Background: an optimization exercise with open tools, aiming at small area. Do not read the settings as production practice. Where RTL was checked, it was by simulation tests only, not by an equivalence proof against the original.

## old
## sha1_byte_stream_hasher
module sha1_byte_stream_hasher (
    input  logic        aclk,
    input  logic        aresetn,
    input  logic        s_tvalid,
    output logic        s_tready,
    input  logic [7:0]  s_tdata,    
    input  logic        s_tuser,    
    output logic        m_tvalid,
    input  logic        m_tready,
    output logic [39:0] m_tdata,    
    output logic        m_tlast     
);
    localparam logic [159:0] H_INIT = {
        32'hc3d2e1f0, 32'h10325476, 32'h98badcfe, 32'hefcdab89, 32'h67452301
    };
    localparam logic [1:0] ES_ADD  = 2'd0;   
    localparam logic [1:0] ES_WAIT = 2'd1;   
    localparam logic [1:0] ES_LOAD = 2'd2;   
    localparam logic [1:0] ES_SHOW = 2'd3;   
    logic [6:0] ph;
    logic       comp;      
    logic       emit;      
    logic [2:0] cnt;       
    logic [5:0] mfill;     
    logic       first;     
    logic       addrev;    
    logic       init;      
    logic       done;      
    logic       lenblk;    
    logic [1:0] es;        
    wire [2:0] k    = ph[2:0];
    wire [3:0] beat = ph[6:3];
    logic [511:0] wr;
    logic [159:0] cq;
    logic [159:0] hq;
    logic [63:0]  lr;
    logic         c1f, c2f, c3f, rcf;   
    logic         lc;      
    logic         xs;      
    logic [1:0]   bs;      
    function automatic logic [3:0] wn(input logic [511:0] v, input integer p);
        wn = v[4*p +: 4];
    endfunction
    function automatic logic [3:0] cn(input logic [159:0] v, input integer p);
        cn = v[4*p +: 4];
    endfunction
    wire absb   = !comp && !emit;
    wire [2:0] rev = cnt;
    wire addnow = addrev && (beat < 4'd5);
    wire loadnow = !comp && !emit && (beat >= 4'd11);
    wire split  = (beat >= 4'd5) && (beat <= 4'd10);
    wire [1:0] ldslot = 2'd0 - cnt[1:0];
    wire ldgo   = (k == 3'd0) && (ph[4:3] == ldslot);
    wire r4     = emit && ((es == ES_SHOW) || (es == ES_WAIT && !ldgo));
    wire [6:0] rnd = {rev, beat};
    logic [1:0] grp;
    always_comb begin
        if (rnd < 7'd20)      grp = 2'd0;
        else if (rnd < 7'd40) grp = 2'd1;
        else if (rnd < 7'd60) grp = 2'd2;
        else                  grp = 2'd3;
    end
    logic [31:0] kw;
    always_comb begin
        case (grp)
            2'd0: kw = 32'h5a827999;
            2'd1: kw = 32'h6ed9eba1;
            2'd2: kw = 32'h8f1bbcdc;
  ...
For scale: ~1,500 cells after synthesis, ~930 flip-flops, ~56 I/O pins, roughly 22,000 µm² of cells after synthesis.
==> flow/config.mk <==
export PLATFORM = sky130hd
export DESIGN_NAME = sha1_byte_stream_hasher
export DESIGN_NICKNAME = sha1_byte_stream_hasher
export VERILOG_FILES = /design/flow/design.v
export SDC_FILE = /design/flow/constraint.sdc
export NUM_CORES = 4
export LEC_CHECK = 0
export ABC_AREA = 1
export CAP_MARGIN = 20
export CORE_MARGIN = 2
export CORE_UTILIZATION = 70
export CTS_BUF_LIST = sky130_fd_sc_hd__clkbuf_8
export CTS_CLUSTER_DIAMETER = 50
export CTS_CLUSTER_SIZE = 20
export PLACE_DENSITY = 0.8
export SLEW_MARGIN = 20
==> flow/constraint.sdc <==
create_clock -name core_clock -period 7.0 [get_ports {aclk}]
set_input_delay 1.4000 -clock core_clock [delete_from_list [all_inputs] [get_ports {aclk}]]
set_output_delay 1.4000 -clock core_clock [all_outputs]
set_load 0.01 [all_outputs]
standard.sh (not shown) runs the stock make flow with config.mk's settings and CLKGATE_MAP_FILE= SYNTH_SCRIPT=/design/flow/synth_recipe.tcl, a recipe that flattens the netlist after the stock synthesis.
==> flow/flow/run.sh <==
#!/bin/bash
# Standard ORFS layout (the standard.sh) with these changes:
#  - synthesis maps with a deeper area-oriented abc script (flow/abc_area_deep.script)
#    in place of ORFS's abc_area.script; everything else in synthesis is the standard flow's
#    synth_recipe.tcl and ORFS's synth.tcl, so the same registers come out,
#  - the half-adder cell is not used, so half adders are left to abc,
#  - ports are buffered with the smallest buffer, sky130_fd_sc_hd__buf_1,
#  - clock tree synthesis adds no dummy loads.
# make's output goes to flow.log; ORFS keeps each step's log under orfs/logs.
set -euo pipefail
HERE=$(pwd)
sed '/^source $::env(SCRIPTS_DIR)\/synth_preamble.tcl$/a if { [info exists ::env(MY_ABC_SCRIPT)] } { lset abc_args 1 $::env(MY_ABC_SCRIPT) }' "$FLOW_HOME/scripts/synth.tcl" > "$HERE/my_synth.tcl"
grep -q MY_ABC_SCRIPT "$HERE/my_synth.tcl"
sed "s|source \$::env(SCRIPTS_DIR)/synth.tcl|source $HERE/my_synth.tcl|" synth_recipe.tcl > "$HERE/my_synth_recipe.tcl"
grep -q my_synth.tcl "$HERE/my_synth_recipe.tcl"
export MY_ABC_SCRIPT="$HERE/flow/abc_area_deep.script"
DU=" sky130_fd_sc_hd__probe_p_8 sky130_fd_sc_hd__probec_p_8 sky130_fd_sc_hd__lpflow_bleeder_1 sky130_fd_sc_hd__lpflow_clkbufkapwr_1 sky130_fd_sc_hd__lpflow_clkbufkapwr_16 sky130_fd_sc_hd__lpflow_clkbufkapwr_2 sky130_fd_sc_hd__lpflow_clkbufkapwr_4 sky130_fd_sc_hd__lpflow_clkbufkapwr_8 sky130_fd_sc_hd__lpflow_clkinvkapwr_1 sky130_fd_sc_hd__lpflow_clkinvkapwr_16 sky130_fd_sc_hd__lpflow_clkinvkapwr_2 sky130_fd_sc_hd__lpflow_clkinvkapwr_4 sky130_fd_sc_hd__lpflow_clkinvkapwr_8 sky130_fd_sc_hd__lpflow_decapkapwr_12 sky130_fd_sc_hd__lpflow_decapkapwr_3 sky130_fd_sc_hd__lpflow_decapkapwr_4 sky130_fd_sc_hd__lpflow_decapkapwr_6 sky130_fd_sc_hd__lpflow_decapkapwr_8 sky130_fd_sc_hd__lpflow_inputiso0n_1 sky130_fd_sc_hd__lpflow_inputiso0p_1 sky130_fd_sc_hd__lpflow_inputiso1n_1 sky130_fd_sc_hd__lpflow_inputiso1p_1 sky130_fd_sc_hd__lpflow_inputisolatch_1 sky130_fd_sc_hd__lpflow_isobufsrc_1 sky130_fd_sc_hd__lpflow_isobufsrc_16 sky130_fd_sc_hd__lpflow_isobufsrc_2 sky130_fd_sc_hd__lpflow_isobufsrc_4 sky130_fd_sc_hd__lpflow_isobufsrc_8 sky130_fd_sc_hd__lpflow_isobufsrckapwr_16 sky130_fd_sc_hd__lpflow_lsbuf_lh_hl_isowell_tap_1 sky130_fd_sc_hd__lpflow_lsbuf_lh_hl_isowell_tap_2 sky130_fd_sc_hd__lpflow_lsbuf_lh_hl_isowell_tap_4 sky130_fd_sc_hd__lpflow_lsbuf_lh_isowell_4 sky130_fd_sc_hd__lpflow_lsbuf_lh_isowell_tap_1 sky130_fd_sc_hd__lpflow_lsbuf_lh_isowell_tap_2 sky130_fd_sc_hd__lpflow_lsbuf_lh_isowell_tap_4 sky130_fd_sc_hd__ha_1"
CTS="-sink_clustering_enable -repair_clock_nets -sink_clustering_size 20 -sink_clustering_max_diameter 50 -buf_list sky130_fd_sc_hd__clkbuf_8 -dont_use_dummy_load"
bash standard.sh "SYNTH_SCRIPT=$HERE/my_synth_recipe.tcl" "DONT_USE_CELLS=$DU" "BUFFER_PORTS_ARGS=-buffer_cell sky130_fd_sc_hd__buf_1" "CTS_ARGS=$CTS" finish > flow.log 2>&1
Other scripts of this flow, unchanged in this note and not shown: flow/flow/abc_area_deep.script
Setup changes, old to new
-- flow/design.v --
<<< old, line 44
    logic [63:0]  lr;
    logic         c1f, c2f, c3f, rcf;   
    logic         lc;      
    logic         xs;      
>>> new, line 44
    logic [63:0]  lr;
    logic         c1f, c2f, c3f, rcf;   
    logic         hc;      
    logic         lc;      
    logic         xs;      
<<< old, line 99
                      (k <= 3'd1) ? q38[3]   : q30[3]};
    wire       kz  = (k == 3'd0);
    wire [3:0] ra_ = comp ? ra : 4'd0;
    wire [3:0] fn_ = comp ? fn : 4'd0;
    wire [3:0] kn_ = comp ? kn : 4'd0;
    wire [3:0] en_ = (comp || addnow) ? en : 4'd0;
    wire [3:0] w0  = comp ? wn(wr, 0) : hop;
    wire [3:0] s1  = ra_ ^ fn_ ^ en_;
    wire [3:0] c1  = (ra_ & fn_) | (ra_ & en_) | (fn_ & en_);
    wire [3:0] s2  = s1 ^ kn_ ^ w0;
    wire [3:0] c2  = (s1 & kn_) | (s1 & w0) | (kn_ & w0);
    wire [3:0] c1s = {c1[2:0], c1f & !kz};
    wire [3:0] c2s = {c2[2:0], c2f & !kz};
>>> new, line 100
                      (k <= 3'd1) ? q38[3]   : q30[3]};
    wire       kz  = (k == 3'd0);
    wire [3:0] s1  = ra ^ fn ^ en;
    wire [3:0] c1  = (ra & fn) | (ra & en) | (fn & en);
    wire [3:0] w0  = wn(wr, 0);
    wire [3:0] s2  = s1 ^ kn ^ w0;
    wire [3:0] c2  = (s1 & kn) | (s1 & w0) | (kn & w0);
    wire [3:0] c1s = {c1[2:0], c1f & !kz};
    wire [3:0] c2s = {c2[2:0], c2f & !kz};
<<< old, line 124
                                    : {hu[1], hj};
    wire [3:0] hop  = first ? hinit : hq[3:0];
    wire [3:0] lni  = {~ph[3], ph[2:0]};           
    wire       lwin = (ph >= 7'd8) && (ph < 7'd24);
>>> new, line 121
                                    : {hu[1], hj};
    wire [3:0] hop  = first ? hinit : hq[3:0];
    wire       hcin = (k == 3'd0) ? 1'b0 : hc;
    wire [3:0] hadd = addnow ? cq[3:0] : 4'd0;
    wire [4:0] hsum = hop + hadd + hcin;
    wire [3:0] lni  = {~ph[3], ph[2:0]};           
    wire       lwin = (ph >= 7'd8) && (ph < 7'd24);
<<< old, line 177
            cq_n[4*23 +: 4] = rb;
        end else if (addnow || loadnow) begin
            cq_n[4*39 +: 4] = tsum[3:0];
        end else if (r4) begin
            cq_n[31:0]      = cq[31:0];
>>> new, line 177
            cq_n[4*23 +: 4] = rb;
        end else if (addnow || loadnow) begin
            cq_n[4*39 +: 4] = hsum[3:0];
        end else if (r4) begin
            cq_n[31:0]      = cq[31:0];
<<< old, line 187
            hq_n[4*39 +: 4] = hq[4*16 +: 4];
        end else if (addnow) begin
            hq_n[4*39 +: 4] = tsum[3:0];
        end
    end
>>> new, line 187
            hq_n[4*39 +: 4] = hq[4*16 +: 4];
        end else if (addnow) begin
            hq_n[4*39 +: 4] = hsum[3:0];
        end
    end
<<< old, line 199
        c3f <= c3[3];
        rcf <= tsum[4];
        lc <= lsum[4];
        xs <= wx[3];
>>> new, line 199
        c3f <= c3[3];
        rcf <= tsum[4];
        hc <= hsum[4];
        lc <= lsum[4];
        xs <= wx[3];
Notes after the runs:
new reports its top metal layer carrying routed signals as met4 while old reports met5.
[new] wire length of the first global-routing pass fell 3.3 mm relative to old
From old to new the numbers moved as follows: total number of sequential cells did not really move, clock-buffer cell count down 1.8%, synthesized instance count grew by 6.
Diff old -> new: wire length fell by 7.3%; final critical-path setup slack rose by 0.35 ns; final RePlAce weighted congestion fell by about 2.7%; sequential share of cell area stayed essentially flat.
Taking old as 1.0, new lands at 0.926 on wire length per cell after detailed routing.
Comparing new with old, the cell count came out essentially unchanged.
For old, only the layout was checked, not whether the RTL still works.

## afterwards: timing with drivers on the ports
The results above use ideal ports. As a check the final layouts listed here were re-extracted and re-timed, cells and wires unchanged.
Step 1: set_driving_cell puts a clkbuf_16 on aclk and a buf_2 on each other input, an assumption about the parent block.
Step 2 times the ports against the registers' clock, not the clock port: input delays grow and output delays shrink by t, the midpoint of the rising clock arrivals with the driver on.
a / b / c = no drivers / after step 1 / after step 2; a / b = the first two.
run	t, ns	setup WS [ns]	hold slack, ns	worst slew at a driven data input, ns	cell pins on the clock port's net
old	0.633	1.450 / 1.450 / 1.450	0.265 / 0.265 / 0.265	0.06	1
new	0.637	1.799 / 1.799 / 1.799	0.273 / 0.273 / 0.273	0.03	1
After both steps setup and hold are still met in every run listed.
